What follows belongs to an exercise in optimizing a design on an open flow for small area and few clock cycles; a production flow would make more cautious choices. Function was checked by simulation only, so behaviour that the tests miss may differ from the original. Power is estimated from default activity; no workload was simulated.

Setup of job 5733:
==> flow/design.v (excerpt) <==
module dcache_top (
	input  wire        clk,
	input  wire        rst_n,
	input  wire        dp_ren,
	input  wire        dp_wen,
	input  wire [31:0] dp_addr,
	input  wire [31:0] dp_store,
	input  wire        halt,
	output wire        dp_hit,
	output wire [31:0] dp_load,
	output wire        flushed,
	output wire        mem_ren,
	output wire        mem_wen,
	output wire [31:0] mem_addr,
	output wire [31:0] mem_store,
	input  wire        mem_dwait,
	input  wire [31:0] mem_load
);
	dcache i_dcache (
		.clk       (clk),
		.rst_n     (rst_n),
		.dp_ren    (dp_ren),
		.dp_wen    (dp_wen),
		.dp_addr   (dp_addr),
		.dp_store  (dp_store),
		.halt      (halt),
		.dp_hit    (dp_hit),
		.dp_load   (dp_load),
		.flushed   (flushed),
		.mem_ren   (mem_ren),
		.mem_wen   (mem_wen),
		.mem_addr  (mem_addr),
		.mem_store (mem_store),
		.mem_dwait (mem_dwait),
		.mem_load  (mem_load)
	);
endmodule
For scale: ~4000 cells after synthesis, about 1600 flip-flops, roughly 64000 um2 of cells after synthesis.
Settings: LEC_CHECK=0, CAP_MARGIN=20, CORE_MARGIN=2, CORE_UTILIZATION=70, CTS_CLUSTER_DIAMETER=150, CTS_CLUSTER_SIZE=24, SLEW_MARGIN=20; clock period 11.0 ns.
standard.sh (not shown) runs the stock make flow with config.mk's settings and CLKGATE_MAP_FILE= SYNTH_SCRIPT=/design/flow/synth_recipe.tcl, a recipe that flattens the netlist after the stock synthesis.
==> flow/flow/run.sh <==
#!/bin/bash
# Standard ORFS layout, with two sizing changes:
#  - port buffers are plain buf_1 cells instead of the platform's default pick
#  - timing repair may resize a cell into a different footprint
# The make output goes to flow_make.log in the work folder.
set -euo pipefail
bash standard.sh MATCH_CELL_FOOTPRINT=0 "BUFFER_PORTS_ARGS=-buffer_cell sky130_fd_sc_hd__buf_1" finish > flow_make.log 2>&1
Job 5733 did not stop at any stage, and its layout met the timing, DRC and antenna checks.
Testbench counts of job 5733, summed over its fixed seeds: cycles 39,499.
Edits applied to the flow inputs when going from job 5733 to job 1253:
- swapping 70 for 60 in CORE_UTILIZATION
- swapping 24 for 20 in CTS_CLUSTER_SIZE
==> flow/run.sh (new file) <==
#!/bin/bash
# synth_recipe.tcl (not shown) runs the flow's synth.tcl, then flattens the netlist and writes it again
# the make line also repeats each setting of config.mk as NAME=value (left out here)
make -C /OpenROAD-flow-scripts/flow DESIGN_CONFIG=/design/flow/config.mk WORK_HOME=/design/flow/orfs CLKGATE_MAP_FILE= SYNTH_SCRIPT=/design/flow/synth_recipe.tcl finish
removed: flow/flow/run.sh
removed: flow/standard.sh
--- outcome ---
Job 1253 vs job 5733, layer with the highest usage after global routing: met1 vs met2
Delta (job 1253 minus job 5733): post-layout total power saw an increase; synthesis-to-finish area growth rose 3.3 points; wire length moved up; cell area increased by about 3% relative to the old numbers; final critical-path setup slack has decreased.
Run comparison: job 1253 capturing instance or port of the critical path mem_addr[12]; job 5733 capturing instance or port of the critical path mem_store[12]
Final period utilization (higher): job 1253
The inputs of job 4492 differ from those of job 1253 as listed below.
- CORE_UTILIZATION: 60 -> 70
==> flow/flow/run.sh (new file) <==
#!/bin/bash
# Standard ORFS layout, with two sizing changes:
#  - port buffers are plain buf_2 cells instead of the platform's default pick
#  - timing repair may resize a cell into a different footprint
# The make output goes to flow_make.log in the work folder.
set -euo pipefail
bash standard.sh MATCH_CELL_FOOTPRINT=0 "BUFFER_PORTS_ARGS=-buffer_cell sky130_fd_sc_hd__buf_2" finish > flow_make.log 2>&1
==> flow/standard.sh (new file) <==
#!/bin/bash
# synth_recipe.tcl (not shown) runs the flow's synth.tcl, then flattens the netlist and writes it again
# the make line also repeats each setting of config.mk as NAME=value (left out here)
make -C /OpenROAD-flow-scripts/flow DESIGN_CONFIG=/design/flow/config.mk WORK_HOME=/design/flow/orfs CLKGATE_MAP_FILE= SYNTH_SCRIPT=/design/flow/synth_recipe.tcl "${@:-finish}"
removed: flow/run.sh
### Flow results
- Job 4492: all stages complete, timing, DRC and antenna checks passed
- Job 4492 against job 1253; post-layout instance area is down by a few percent.
- The cell type of the slowest stage on the worst timing path comes out nand2b_1 in one run and a2111oi_2 in the other, namely in job 4492 and job 1253 respectively.
- Total wirelength of the detailed-routed design, job 4492 and job 1253: higher on job 1253
- What job 4492 reported for non-clock buffer count has to be multiplied by 1.09 to get the figure for job 1253.
- In job 4492 the final non-filler cell total turned out about 4.3% lower than in job 1253.
- Summary — power, job 4492 relative to job 1253: lower, by 1.5%.
- Minimum setup slack in the final design down 62 ps in job 4492 wrt job 1253
Setup changes, job 4492 to job 719
- CTS_CLUSTER_SIZE changed from 20 to 24
- CORE_UTILIZATION changed from 70 to 60
==> flow/flow/run.sh <==
#!/bin/bash
# Standard ORFS layout, with two sizing changes:
#  - port buffers are plain buf_1 cells instead of the platform's default pick
#  - timing repair may resize a cell into a different footprint
# The make output goes to flow_make.log in the work folder.
set -euo pipefail
bash standard.sh MATCH_CELL_FOOTPRINT=0 "BUFFER_PORTS_ARGS=-buffer_cell sky130_fd_sc_hd__buf_1" finish > flow_make.log 2>&1
Findings:
Both conditions hold for job 719: the flow ran to the end and the final layout passed the timing, DRC and antenna checks.
Portion of total power attributed to combinational logic delta for job 719 relative to job 4492: 0.4 points higher
[job 719 vs job 4492] share of cells above drive strength 1: lower in job 719
Job 4492 ended up with nand2b_1 as its slowest stage cell on the critical path; job 719 ended up with inv_2.
Final wirelength (lower): job 4492
Job 719 vs. job 4492: number of antenna repair diodes decreased 6, sequential share of layout area flat, largest stage delay on the critical path decreased by 60 ps relative to the old numbers.
Looking at job 4492 and job 719, the area added between synthesis and finish is a wash.
Diff job 4492 and job 719: clock skew lower in job 719
> inputs changed (job 719 -> job 3316)
- swapping 24 for 20 in CTS_CLUSTER_SIZE
==> flow/flow/run.sh <==
#!/bin/bash
# Standard ORFS layout, with two sizing changes:
#  - port buffers are plain buf_2 cells instead of the platform's default pick
#  - timing repair may resize a cell into a different footprint
# The make output goes to flow_make.log in the work folder.
set -euo pipefail
bash standard.sh MATCH_CELL_FOOTPRINT=0 "BUFFER_PORTS_ARGS=-buffer_cell sky130_fd_sc_hd__buf_2" finish > flow_make.log 2>&1
### Flow results
- Taking job 719 as the reference, in job 3316 largest fanout on the critical path has decreased, post-route standard cell area excluding fillers higher.
- Fraction of area in multi-input gates: higher on job 719
- Post-route fraction of the period consumed by the critical path ended up 2.7 points lower on job 3316 than on job 719.
- Of job 3316 and job 719, the run reporting the higher relative slew slack was job 3316.
- Job 3316 -> job 719: die area delta 0, exact match
- Comparing job 719 against job 3316, there is no change at all in share of the synthesized netlist area taken by xor and xnor gates.
- For the fraction of power consumed by sequential logic, job 3316 came in 1.3 points lower than job 719 did.
- Number of cells on the worst reg-to-reg path (job 3316 over job 719): decrease, 1
- Job 3316 reports its end point of the critical path as mem_store[31] while job 719 reports mem_store[12].
- Between job 3316 and job 719, the difference in final routed wirelength across all metal layers is negligible.

[re-timing with driven ports]
The flow's constraints put no driver on any port. The routed layouts listed below were extracted and timed again, unchanged, in two steps. Step 1 sets driving cells, clkbuf_16 on the clock port and buf_2 on the other inputs (assumed; they add their load-dependent delay and slew). Step 2, shift: input delay + t, output delay - t, t = (earliest + latest rising clock arrival at the registers) / 2. This alone moves slack from input paths to output paths. a / b / c = ideal / step 1 / step 2; a / b = the first two.
run	shift t [ns]	setup WS [ns]	pins driven straight from the clock port
job 5733	0.764	0.267 / 0.232 / 0.232	1
job 1253	0.781	0.228 / 0.197 / 0.197	1
job 4492	0.772	0.165 / 0.131 / 0.131	1
job 719	0.760	0.235 / 0.206 / 0.206	1
job 3316	0.784	0.535 / 0.503 / 0.503	1
After both steps setup and hold are still met in every run listed. The setup slack of job 5733, which loses most, moves by -0.035 ns with the drivers and by -0.035 ns with both steps.
